Background: an optimization exercise with open tools, aiming at small area. Do not read the settings as production practice. RTL that was checked went through simulation tests only; none was proved equivalent to the original. Function not checked in run 1: the RTL went through the layout flow alone. Power and IR drop assume default switching activity.

[design/flow/config.mk]
export PLATFORM = sky130hd
export DESIGN_NAME = renameStage
export DESIGN_NICKNAME = renameStage
export VERILOG_FILES = /design/flow/design.v
export SDC_FILE = /design/flow/constraint.sdc
export NUM_CORES = 4
export LEC_CHECK = 0
export CAP_MARGIN = 20
export CORE_MARGIN = 2
export CORE_UTILIZATION = 40
export SLEW_MARGIN = 20
[design/flow/constraint.sdc]
create_clock -name core_clock -period 4.0 [get_ports {CLK}]
set_input_delay 0.8000 -clock core_clock [delete_from_list [all_inputs] [get_ports {CLK}]]
set_output_delay 0.8000 -clock core_clock [all_outputs]
set_load 0.01 [all_outputs]
[design/flow/design.v]
package renamePkg;
  localparam int ARCH_REGS = 32;
  localparam int PHYS_REGS = 64;
  localparam int FREE_TAGS = PHYS_REGS - ARCH_REGS;
  localparam int PAYLOAD_WIDTH = 64;
  localparam int ROB_IDX_WIDTH = 6;
  localparam int ARCH_WIDTH = $clog2(ARCH_REGS);
  localparam int TAG_WIDTH = $clog2(PHYS_REGS);
  typedef logic [ARCH_WIDTH-1:0] archReg_t;
  typedef logic [TAG_WIDTH-1:0] physTag_t;
  typedef logic [ROB_IDX_WIDTH-1:0] robIdx_t;
endpackage
module renameTable (
  input  logic                                        CLK,
  input  logic                                        RESET,
  input  renamePkg::archReg_t                         srcArch1,
  input  renamePkg::archReg_t                         srcArch2,
  output renamePkg::physTag_t                         physSrc1,
  output renamePkg::physTag_t                         physSrc2,
  input  logic                                        renameWrite,
  input  renamePkg::archReg_t                         writeArch,
  input  renamePkg::physTag_t                         writeTag,
  input  logic                                        restoreReq,
  input  logic [6*renamePkg::ARCH_REGS-1:0]           restoreMap
);
  localparam int N = renamePkg::ARCH_REGS;
  localparam int W = renamePkg::TAG_WIDTH;
  logic [W-1:0] mapN [N];
  logic         selRestore;
  logic [W-1:0] fillZero;    
  logic [W-1:0] fillOne;     
  assign selRestore = RESET & restoreReq;
  assign fillZero   = (RESET & ~restoreReq) ? writeTag : '0;
  assign fillOne    = ~RESET ? '1 : restoreReq ? '0 : writeTag;
  for (genvar i = 0; i < N; i++) begin : g_entry
    logic         en;
    logic [W-1:0] fill;
    assign en = ~RESET | restoreReq | (renameWrite & (writeArch == i));
    for (genvar b = 0; b < W; b++) begin : g_bit
      assign fill[b] = ((i >> b) & 1) ? fillOne[b] : fillZero[b];
    end
    always_ff @(posedge CLK) begin
      if (en) begin
        mapN[i] <= ~((selRestore ? restoreMap[W*i +: W] : '0) | fill);
      end
    end
  end
  always_comb begin
    physSrc1 = '1;
    physSrc2 = '1;
    for (int i = 0; i < N; i++) begin
      physSrc1 = physSrc1 & ((srcArch1 == i) ? mapN[i] : '1);
      physSrc2 = physSrc2 & ((srcArch2 == i) ? mapN[i] : '1);
    end
    physSrc1 = ~physSrc1;
    physSrc2 = ~physSrc2;
  end
endmodule
module freeList (
  input  logic                CLK,
  input  logic                RESET,
  input  logic                popReq,
  output renamePkg::physTag_t lastTag,
  output logic                empty,
  input  logic                pushReq,
  input  renamePkg::physTag_t pushTag,
  output logic                full
);
  localparam int W = renamePkg::TAG_WIDTH;
  renamePkg::physTag_t fifoMem [renamePkg::PHYS_REGS];
  logic [W:0] lastPtr;
  logic [W:0] headPtr;
  logic [W:0] wrPtr;
  logic       firstPass;
  logic doPop;
  logic doPush;
  assign headPtr = lastPtr + 1'b1;
  assign empty = (wrPtr == headPtr);
  assign full  = (wrPtr[W-1:0] == headPtr[W-1:0]) && (wrPtr[W] != headPtr[W]);
  assign doPop  = popReq && !empty;
  assign doPush = pushReq && !full;
  always_ff @(posedge CLK) begin
    if (doPush) begin
      fifoMem[wrPtr[W-1:0]] <= pushTag;
    end
  end
  always_ff @(posedge CLK) begin
    if (!RESET) begin
      lastPtr <= '1;
      wrPtr <= (W+1)'(renamePkg::FREE_TAGS);
      firstPass <= 1'b1;
    end else begin
      if (doPop) begin
        lastPtr <= headPtr;
        if (headPtr[W-1:0] == (W)'(renamePkg::FREE_TAGS)) begin
          firstPass <= 1'b0;
        end
      end
      if (doPush) begin
        wrPtr <= wrPtr + 1'b1;
      end
    end
  end
  logic [renamePkg::PHYS_REGS-1:0] rdSel;
  renamePkg::physTag_t             rdData;
  always_comb begin
    rdData = '0;
    for (int i = 0; i < renamePkg::PHYS_REGS; i++) begin
      rdSel[i] = (lastPtr[W-1:0] == W'(i));
      rdData = rdData | (rdSel[i] ? fifoMem[i] : '0);
    end
  end
  assign lastTag = firstPass ? {1'b1, lastPtr[W-2:0]} : rdData;
endmodule
module dispatchControl (
  input  logic                               CLK,
  input  logic                               RESET,
  input  logic                               FREEZE,
  input  logic                               decodeEmpty,
  output logic                               decodePop,
  input  renamePkg::archReg_t                srcArch1,
  input  renamePkg::archReg_t                srcArch2,
  input  renamePkg::archReg_t                destArch,
  input  logic                               regWrite,
  input  logic                               link,
  input  logic                               memRead,
  input  logic                               memWrite,
  input  logic [renamePkg::PAYLOAD_WIDTH-1:0] payload,
  input  logic                               freeEmpty,
  output logic                               freePop,
  output renamePkg::archReg_t                lastSrc1,
  output renamePkg::archReg_t                lastSrc2,
  output renamePkg::archReg_t                lastDest,
  output logic                               lastDestNeeded,
  output logic                               lastIsMem,
  output logic [renamePkg::PAYLOAD_WIDTH-1:0] lastPayload,
  output renamePkg::robIdx_t                 lastRobTail,
  input  logic                               iqFull,
  input  logic                               lsqFull,
  input  logic                               robFull,
  input  renamePkg::robIdx_t                 robTail,
  output logic                               iqPush,
  output logic                               lsqPush,
  output logic                               robPush
);
  logic destNeeded;
  logic isMem;
  logic targetFull;
  logic advance;
  assign destNeeded = regWrite || link;
  assign isMem = memRead || memWrite;
  assign targetFull = isMem ? lsqFull : iqFull;
  assign advance = !FREEZE && !decodeEmpty && !robFull && !targetFull &&
                   !(destNeeded && freeEmpty);
  assign decodePop = advance;
  assign freePop = advance && destNeeded;
  always_ff @(posedge CLK) begin
    if (!RESET) begin
      robPush <= 1'b0;
    end else begin
      robPush <= advance;
    end
  end
  always_ff @(posedge CLK) begin
    lastSrc1 <= srcArch1;
    lastSrc2 <= srcArch2;
    lastDest <= destArch;
    lastDestNeeded <= destNeeded;
    lastIsMem <= isMem;
    lastPayload <= payload;
    lastRobTail <= robTail;
  end
  assign iqPush = robPush && !lastIsMem;
  assign lsqPush = robPush && lastIsMem;
endmodule
module renameStage (
  input  logic                                        CLK,
  input  logic                                        RESET,
  input  logic                                        FREEZE,
  input  logic                                        decodeEmpty,
  output logic                                        decodePop,
  input  logic [4:0]                                  srcArch1,
  input  logic [4:0]                                  srcArch2,
  input  logic [4:0]                                  destArch,
  input  logic                                        regWrite,
  input  logic                                        link,
  input  logic                                        memRead,
  input  logic                                        memWrite,
  input  logic [63:0]                                 payload,
  input  logic                                        iqFull,
  input  logic                                        lsqFull,
  input  logic                                        robFull,
  input  logic [5:0]                                  robTail,
  output logic                                        iqPush,
  output logic                                        lsqPush,
  output logic                                        robPush,
  output logic [94:0]                                 issuePacket,
  input  logic                                        freeReq,
  input  logic [5:0]                                  freeTag,
  output logic                                        freeFull,
  input  logic                                        restoreReq,
  input  logic [191:0]                                restoreMap
);
  renamePkg::physTag_t physSrc1;
  renamePkg::physTag_t physSrc2;
  renamePkg::physTag_t allocTag;
  logic                freeEmpty;
  logic                freePop;
  renamePkg::archReg_t lastSrc1;
  renamePkg::archReg_t lastSrc2;
  renamePkg::archReg_t lastDest;
  logic                lastDestNeeded;
  logic                lastIsMem;
  logic [63:0]         lastPayload;
  renamePkg::robIdx_t  lastRobTail;
  renameTable i_renameTable (
    .CLK        (CLK),
    .RESET      (RESET),
    .srcArch1   (lastSrc1),
    .srcArch2   (lastSrc2),
    .physSrc1   (physSrc1),
    .physSrc2   (physSrc2),
    .renameWrite(robPush && lastDestNeeded),
    .writeArch  (lastDest),
    .writeTag   (allocTag),
    .restoreReq (restoreReq),
    .restoreMap (restoreMap)
  );
  freeList i_freeList (
    .CLK    (CLK),
    .RESET  (RESET),
    .popReq (freePop),
    .lastTag(allocTag),
    .empty  (freeEmpty),
    .pushReq(freeReq),
    .pushTag(freeTag),
    .full   (freeFull)
  );
  dispatchControl i_dispatchControl (
    .CLK           (CLK),
    .RESET         (RESET),
    .FREEZE        (FREEZE),
    .decodeEmpty   (decodeEmpty),
    .decodePop     (decodePop),
    .srcArch1      (srcArch1),
    .srcArch2      (srcArch2),
    .destArch      (destArch),
    .regWrite      (regWrite),
    .link          (link),
    .memRead       (memRead),
    .memWrite      (memWrite),
    .payload       (payload),
    .freeEmpty     (freeEmpty),
    .freePop       (freePop),
    .lastSrc1      (lastSrc1),
    .lastSrc2      (lastSrc2),
    .lastDest      (lastDest),
    .lastDestNeeded(lastDestNeeded),
    .lastIsMem     (lastIsMem),
    .lastPayload   (lastPayload),
    .lastRobTail   (lastRobTail),
    .iqFull        (iqFull),
    .lsqFull       (lsqFull),
    .robFull       (robFull),
    .robTail       (robTail),
    .iqPush        (iqPush),
    .lsqPush       (lsqPush),
    .robPush       (robPush)
  );
  assign issuePacket = {lastPayload, lastRobTail, physSrc1, physSrc2,
                        lastDestNeeded ? allocTag : 6'd0,
                        lastDest, lastDestNeeded, lastIsMem};
endmodule
[design/flow/flow/run.sh]
#!/bin/bash
# Standard ORFS layout with smaller port buffers and no CTS dummy loads.
cp standard.sh standard_sh_copy.log
export BUFFER_PORTS_ARGS="-buffer_cell sky130_fd_sc_hd__buf_1"
export CTS_ARGS="-sink_clustering_enable -repair_clock_nets -dont_use_dummy_load"
bash standard.sh > standard.log 2>&1
[design/flow/standard.sh]
#!/bin/bash
# synth_recipe.tcl (not shown) runs the flow's synth.tcl, then flattens the netlist and writes it again
# the make line also repeats each setting of config.mk as NAME=value (left out here)
make -C /OpenROAD-flow-scripts/flow DESIGN_CONFIG=/design/flow/config.mk WORK_HOME=/design/flow/orfs CLKGATE_MAP_FILE= SYNTH_SCRIPT=/design/flow/synth_recipe.tcl "${@:-finish}"
==> reports/metrics.cfg, run 1 <==
[timing]
layout_setup_ws_ps = -216
setup_viol = 8
hold_viol = 0
fin_skew_ps = 99.5
tns_ps = -804
maxSlewViolCount = 0
min_period_ps = 4220
clock.fmax_mhz = 237
worst_pin_slew_ps = 1240
rsz0062_at_grt = true
worst_slew_margin_rel_pct = 17.0
fin_hold_ws_ps = 219
fin_crit_sh_pct = 105

[final_layout]
final_nets = 3279
fin_util_pct = 51.6
final_cell_count_no_fill = 3936
area_growth_pct = 28.0
drive_gt1_share_pct = 23.8
final_area_um2 = 36800

[clocking]
clockBufferDepth = 3
root_buffer = clkbuf_16
htreeDepth = 3
cts_buffers = 73
insertion_delay_ps = 670
clk_pin_slew_ps = 60
cts.sinks = 679
cts_tree = done
hold_buffers = 0

[worst_setup_path]
regToRegSetupSlack_ps = 80
critPathRequiredTime_ps = 3200
cp_slowest_stage_delay_ps = 560
crit_path_top_delay_cell = or4_4
critPathLaunchType = flip-flop
crit_chain = clkinvlp_4 -> ha_4 -> buf_4 -> and3_4 -> buf_12 -> nand3_2 -> nand4_1 -> or4_4 -> nor4_4 -> buf_12 -> nor3b_4 -> buf_2
cpMostUsedCell = buf_12
worstSetupPathType = flip-flop to output pin
reg2reg_depth = 11
startpoint = i_freeList.lastPtr[0]
r2r-start = i_freeList.lastPtr[2]
worst_ep_arrival_time_ps = 3420
crit_fanout = 7
r2r_end = i_renameTable.mapN[1][0]
end_kind = output pin
crit_end = issuePacket[10]

[drt]
ant_nets = 0
wl_per_cell_um = 41.5
firstDrtPassIters = 5
num_vias = 26100
drc = 0
totalWireLength_um = 163000
avgViaCountPerCell = 6.63
drt_iter0_markers = 4010

[placed_design]
placed_cells = 3829
dpl_cell_area_um2 = 34100
gp_congestion = 1.07
hpwl_um = 126000
io_buffers = 395

[power]
peakVddDrop_uv = 408
p_leak_uw = 0.0127
p_per_area_nw_per_um2 = 428

[min_path]
holdPathStages = 1
holdCritPathClass = primary input to flip-flop

[logic_synthesis]
syn_inst = 2264
seq_area_frac_synth_pct = 67.3
syn_area_um2 = 28800
synth_ff_type = edfxtp_1
synth_warnings = 4
syn_nets = 2565
synth-seq-cells = 679
async_flop_share_pct = 0
ys_types = 84
syn_avg_cell_area_um2 = 12.7
synth-edff-count = 576

[die]
die_area_um2 = 74100
ios = 396
die-width_um = 272
fp.coreArea_um2 = 71400
die_y_um = 272
placementRows = 98
start_util_pct = 40.3

[global_routing]
antenna_found_initial = 14
grt_pass1_vias = 24900
track_usage_pct = 43.2
grt_overflow = 0
grt_max_degree = 81
grt_pass1_wl_um = 215000

[status]
status = finished with violations
so.violations = setup timing

[job]
maxCapViolCount = 0

area by class of cell:
type	count	area (um2)
inverter	13	56.3
fill	6278	34500
sequential	679	19400
tap	950	1190
antenna	10	25.0
timing repair buffer	815	5200
multi-input combinational	1396	9130
clock buffer	73	1830
where the power goes:
group	switching, uW	leakage, uW	internal (uW)
clock network	2620	0.000900	3190
logic	1100	0.00557	560
registers	349	0.00627	7940
total	4080	0.0127	11700
through the flow:
stage / total power (uW) / setup slack [ps]
floorplan: 8780 / 715
global placement: 9940 / 7.29
detailed placement: 9930 / -84.8
CTS: 15700 / -223
global route: 16000 / -249
finish: 15800 / -216
per-layer routing:
| layer | up-vias | share of wire (%) | global-route usage (%) |
|---|---|---|---|
| met5 | - | 0.021 | 0 |
| li1 | 10300 | - | - |
| met1 | 12900 | 33 | 49.6 |
| met2 | 2248 | 46 | 69.2 |
| met3 | 623 | 10 | 9.95 |
| met4 | 6 | 10 | 35.2 |
cells in the final DEF (no fill, tap or decap), types with 68 or more instances in the layout:
cell	netlist	final
a21oi_1	71	68
buf_1	15	379
buf_4	11	364
clkbuf_16	0	75
dfxtp_1	103	87
edfxtp_1	576	576
nand2_1	111	106
nand3_1	220	208
nand4_1	69	69
nor2_1	124	119
o21ai_0	115	104
o22ai_1	128	125
worst max-delay path, delay by kind of cell, from the launching register on:
kind / cells / cell delay (ps)
adder cells (fa/ha/maj): 1 / 220
AND/OR/NAND/NOR: 6 / 1390
flip-flops: 1 / 400
buffers and inverters: 5 / 800
cells by family (layout without fill, tap and decap cells):
family | Yosys count | in the layout | synth area share, %
AOI/OAI and AO/OA | 580 | 580 | 13.3
xor gates and xnor gates | 20 | 20 | 0.609
adders and majority gates | 5 | 5 | 0.217
buffers and inverters | 189 | 901 | 3.00
DFF | 679 | 679 | 67.3
muxes | 32 | 32 | 1.21
other | 0 | 10 | 0
and+or+nand+nor | 759 | 759 | 14.4
state kept, by name, summed over array words and instances, names as in the netlist, 5 cells and up:
signal,cells
i_dispatchControl.lastDest,5
i_dispatchControl.lastPayload,64
i_dispatchControl.lastRobTail,6
i_dispatchControl.lastSrc1,5
i_dispatchControl.lastSrc2,5
i_freeList.fifoMem,384
i_freeList.lastPtr,7
i_freeList.wrPtr,7
i_renameTable.mapN,192
cell usage after synthesis, types with 11 or more instances:
cell | number | area (um2)
or4_1 | 16 | 120
a22o_1 | 14 | 123
clkbuf_1 | 84 | 315
dfxtp_1 | 103 | 2060
a22oi_1 | 14 | 105
nor4_1 | 19 | 119
a211oi_1 | 23 | 173
buf_4 | 11 | 82.6
inv_1 | 12 | 45.0
nor2_1 | 124 | 465
a21oi_2 | 31 | 272
o21ai_2 | 12 | 105
xnor2_1 | 13 | 114
and3_1 | 37 | 231
mux2i_1 | 19 | 190
o21ai_1 | 27 | 135
o21ai_0 | 115 | 576
a21oi_1 | 71 | 355
nand2_1 | 111 | 417
nor3b_1 | 12 | 90.1
nand2b_1 | 12 | 75.1
o22ai_1 | 128 | 801
nor2b_1 | 21 | 131
nor3_1 | 26 | 130
buf_1 | 15 | 56.3
nand3_1 | 220 | 1100
edfxtp_1 | 576 | 17300
buf_2 | 61 | 305
nand4_1 | 69 | 432
o221ai_1 | 14 | 123
and3b_1 | 15 | 131
a31oi_1 | 35 | 219
timing repair:
action,in CTS,in global routing
pin swaps,27,19
cloned,0,2
gates resized for setup,117,57
buffers inserted,17,10
setup endpoints to repair,18,16
worst min-delay path by stage:
| stage | startpoint | slack, ps | endpoint |
|---|---|---|---|
| final | payload[61] | 220 | i_dispatchControl.lastPayload[61] |
| after global placement | i_freeList.wrPtr[6] | 520 | i_freeList.wrPtr[6] |
| after global routing | payload[48] | 220 | i_dispatchControl.lastPayload[48] |
| after floorplan | i_freeList.wrPtr[6] | 500 | i_freeList.wrPtr[6] |
| after CTS | payload[61] | 210 | i_dispatchControl.lastPayload[61] |
| after detailed placement | i_freeList.wrPtr[6] | 550 | i_freeList.wrPtr[6] |
==> inputs of run 2 (changes only) <==
--- a/design/flow/design.v
+++ b/design/flow/design.v
@@ -45,16 +45,8 @@
       end
     end
   end
-  always_comb begin
-    physSrc1 = '1;
-    physSrc2 = '1;
-    for (int i = 0; i < N; i++) begin
-      physSrc1 = physSrc1 & ((srcArch1 == i) ? mapN[i] : '1);
-      physSrc2 = physSrc2 & ((srcArch2 == i) ? mapN[i] : '1);
-    end
-    physSrc1 = ~physSrc1;
-    physSrc2 = ~physSrc2;
-  end
+  assign physSrc1 = ~mapN[srcArch1];
+  assign physSrc2 = ~mapN[srcArch2];
 endmodule
 module freeList (
   input  logic                CLK,
@@ -101,16 +93,7 @@
       end
     end
   end
-  logic [renamePkg::PHYS_REGS-1:0] rdSel;
-  renamePkg::physTag_t             rdData;
-  always_comb begin
-    rdData = '0;
-    for (int i = 0; i < renamePkg::PHYS_REGS; i++) begin
-      rdSel[i] = (lastPtr[W-1:0] == W'(i));
-      rdData = rdData | (rdSel[i] ? fifoMem[i] : '0);
-    end
-  end
-  assign lastTag = firstPass ? {1'b1, lastPtr[W-2:0]} : rdData;
+  assign lastTag = firstPass ? {1'b1, lastPtr[W-2:0]} : fifoMem[lastPtr[W-1:0]];
 endmodule
 module dispatchControl (
   input  logic                               CLK,
==> design/flow/run.sh (new file) <==
#!/bin/bash
# synth_recipe.tcl (not shown) runs the flow's synth.tcl, then flattens the netlist and writes it again
# the make line also repeats each setting of config.mk as NAME=value (left out here)
make -C /OpenROAD-flow-scripts/flow DESIGN_CONFIG=/design/flow/config.mk WORK_HOME=/design/flow/orfs CLKGATE_MAP_FILE= SYNTH_SCRIPT=/design/flow/synth_recipe.tcl finish
removed: design/flow/flow/run.sh
removed: design/flow/standard.sh
==> reports/metrics.cfg, run 2 <==
[final_layout]
final_common_cell = edfxtp_1
largest_reg_flops = 384  ; unchanged
area_growth_pct = 31.0
final_area_um2 = 39600  ; +7.5%
final_nets = 2973  ; -9.3%
drive_gt1_share_pct = 25.2  ; +1.4 points
final_cell_mix = 576 x edfxtp_1, 374 x clkdlybuf4s50_1, 226 x buf_4, 121 x nand2_1
fin_util_pct = 53.1  ; +1.5 points

[worst_setup_path]
worstSetupPathType = flip-flop to output pin
r2r_end = i_renameTable.mapN[2][5]
crit_fanout = 7  ; unchanged
path_depth = 9  ; -3
reg2reg_depth = 10  ; -1
regToRegSetupSlack_ps = 640  ; +560 ps
critPathLaunchType = flip-flop
crit_family = buffers and inverters
cp_slowest_stage_delay_ps = 550  ; about the same
path_buf_inv = 4  ; -1
worst_ep_arrival_time_ps = 3340  ; -80 ps
crit_chain = buf_6 -> mux4_2 -> o221ai_4 -> buf_4 -> a21oi_1 -> a21oi_2 -> a41oi_1 -> buf_4 -> clkdlybuf4s50_1
critPathRequiredTime_ps = 3200  ; about the same
crit_path_top_delay_cell = mux4_2
cpMostUsedCell = buf_4
end_kind = output pin

[die]
die_y_um = 279  ; +2.4%
die-width_um = 279  ; +2.4%
fp.coreArea_um2 = 74600  ; +4.5%
ios = 396  ; unchanged
placementRows = 100  ; +2.0%
die_area_um2 = 77800  ; +4.9%
start_util_pct = 40.5  ; +0.19 points

[timing]
tns_ps = -196  ; +608 ps
clock.fmax_mhz = 241  ; +1.7%
fin_crit_sh_pct = 104  ; -1.8 points
hold_viol = 0  ; unchanged
min_period_ps = 4140  ; -71.9 ps
setup_viol = 2  ; -6
maxSlewViolCount = 0  ; unchanged
rsz0062_at_grt = true
worst_pin_slew_ps = 1090  ; -146 ps
worst_slew_margin_rel_pct = 26.5  ; +9.5 points
fin_skew_ps = 32.7  ; -66.8 ps
layout_setup_ws_ps = -144  ; +71.9 ps

[power]
seqPwrFrac_pct = 48.8  ; -3.8 points
sw_frac_of_total_pct = 25.6  ; -0.28 points
p_per_area_nw_per_um2 = 434  ; +1.4%
p_sw_uw = 4390  ; +7.8%
p_int_uw = 12800  ; +9.4%
combPwrFrac_pct = 11.0  ; +0.4 points
clockPowerShare_pct = 40.2  ; +3.3 points
peakVddDrop_uv = 365  ; -11%
p_leak_uw = 0.0138  ; +8.3%

[logic_synthesis]
synth-compound-area-share_pct = 13.9  ; +0.59 points
synth_common_cells = 576 x edfxtp_1, 133 x o21ai_0, 129 x nand2_1
synthAdderAreaFrac_pct = 0.124  ; -0.093 points
synth_xor_area_share_pct = 0.555  ; -0.054 points
synth_top_family_by_area = compound AO/OA/AOI/OAI gates
synth_ff_type = edfxtp_1
syn_inst = 2110  ; -6.8%
ys_types = 87  ; +3.6%
synth_top_cell_area_share_pct = 57.2  ; -2.9 points
yosys.area_share.simple_pct = 8.48  ; -5.9 points
synth-edff-count = 576  ; unchanged
syn_area_um2 = 30200  ; +5.0%
syn_nets = 2409  ; -6.1%
muxShareOfSynthArea_pct = 9.44  ; +8.2 points
syn_avg_cell_area_um2 = 14.3  ; +13%
async_flop_share_pct = 0  ; unchanged
synthTopCellsByArea = edfxtp_1 57%, dfxtp_1 7.2%, mux4_2 5.7%
synth-seq-cells = 685  ; +0.88%
yosysTopAreaCell = edfxtp_1
seq_area_frac_synth_pct = 64.5  ; -2.8 points
synth_warnings = 4  ; unchanged
synth_most_common_cell = edfxtp_1

[min_path]
holdCritPathClass = flip-flop to flip-flop
hold_path_end = i_freeList.wrPtr[6]
min_from = i_freeList.wrPtr[6]
holdPathStages = 2  ; +1

[clocking]
root_buffer = clkbuf_16
cts_buffers = 75  ; +2.7%
cts_tree = done
hold_buffers = 0  ; unchanged
clockBufferDepth = 3  ; unchanged
clk_pin_slew_ps = 60  ; about the same
htreeDepth = 3  ; unchanged
insertion_delay_ps = 660  ; about the same
cts.sinks = 685  ; +0.88%

[placed_design]
io_buffers = 395  ; unchanged
dpl_cell_area_um2 = 36400  ; +6.8%
hpwl_um = 97800  ; -22%
gp_congestion = 1.13  ; +5.2%

[job]
maxCapViolCount = 0  ; unchanged

[drt]
firstDrtPassIters = 6  ; +1
num_vias = 23300  ; -11%
wl_per_cell_um = 35.1  ; -15%
avgViaCountPerCell = 6.29  ; -5.1%
drc = 0  ; unchanged
ant_nets = 0  ; unchanged
drt_iter0_markers = 3240  ; -19%
totalWireLength_um = 130000  ; -20%

[global_routing]
track_usage_pct = 33.0  ; -10 points
grt_max_degree = 81  ; unchanged
grt_pass1_vias = 23000  ; -7.4%
grt_overflow = 0  ; unchanged
grt_pass1_wl_um = 179000  ; -17%
antenna_found_initial = 10  ; -4

[status]
so.violations = setup timing
status = finished with violations

==> run 2: metal layers <==
metal | up-vias | share of wire [%] | global-route usage [%]
li1 | 9545 | - | -
met1 | 11800 | 38 | 42.4
met2 | 1626 | 46 | 51.9
met3 | 377 | 9.7 | 7.42
met4 | 2 | 6.8 | 18.6
met5 | - | 0.0069 | 0
==> run 2: logic make-up (layout without fill, tap and decap cells) <==
logic type / after synthesis / after routing
other cells: 0 / 7
mux: 164 / 164
flops: 685 / 685
fa+ha+maj: 3 / 3
xor+xnor: 16 / 16
buf+inv: 176 / 801
simple gates: 513 / 513
compound gates: 553 / 553
==> run 2: how the worst max path moves through the flow <==
stage | startpoint | to | slack (ps)
floorplan | i_dispatchControl.lastSrc2[0] | issuePacket[14] | 1110
global placement | memWrite | decodePop | 110
detailed placement | memRead | decodePop | 90
CTS | flip-flop | issuePacket[7] | -240
global route | flip-flop | issuePacket[7] | -220
finish | flip-flop | issuePacket[7] | -140
==> run 2: final cells by class <==
type / count / area, um2
flip-flops and latches: 685 / 19500
clock inverters: 40 / 437
inverters: 18 / 67.6
multi-input cells: 1249 / 10200
repair buffers: 645 / 6100
fillers: 6225 / 35000
diodes: 7 / 17.5
well taps: 969 / 1210
clock buffers: 98 / 2010
==> run 2: worst reg2reg max path, stage by stage (launching register included) <==
cell       delay (ps)
dfxtp_4           400
buf_4             180
clkbuf_16         200
mux4_2            390
o22ai_1            70
a311o_1           310
a311o_1           310
buf_4             160
o21ai_4           700
buf_12            290
a21oi_2            80
==> run 2: timing repair <==
item | CTS | global route
pin swaps | 4 | 4
gates cloned | 2 | 1
endpoints found under the setup margin | 18 | 16
buffers inserted | 12 | 8
resized for setup | 77 | 53
==> run 2: power groups by stage <==
stage	combinational (uW)	sequential (uW)	clock (uW)
5_1_grt	1960	8360	7300
6_report	1890	8380	6910
4_1_cts	1830	8350	7000
3_5_place_dp	1780	8490	0
2_1_floorplan	769	8250	0
3_3_place_gp	1780	8500	0
==> run 2: metrics by stage <==
step                hold WS [ps]  std cells  total power (uW)  worst slack, ps
finish                       480       3711             17200             -144
global route                 536       3708             17600             -224
CTS                          485       3693             17200             -238
detailed placement           477       3541             10300             94.7
global placement             469       3541             10300              112
floorplan                    456       2110              9020             1110

-- separate check: timing with driven ports --
No port has a modelled driver above. Below, the same layouts with a new extraction and two added sets of constraints. Step 1: set_driving_cell puts a clkbuf_16 on CLK and a buf_2 on each other input, an assumption about the parent block. Step 2 also shifts input and output timing later by t, the mid clock arrival at the registers, as if the neighbouring blocks saw the same clock. Three values: no drivers, after step 1, after step 2; two values: the first two.
run	t (ns)	setup WS [ns]	slew at the worst register clock pin (ns)
run 1	0.685	-0.216 / -0.281 / 0.082	0.07 / 0.07
run 2	0.712	-0.144 / -0.214 / 0.118	0.07 / 0.07
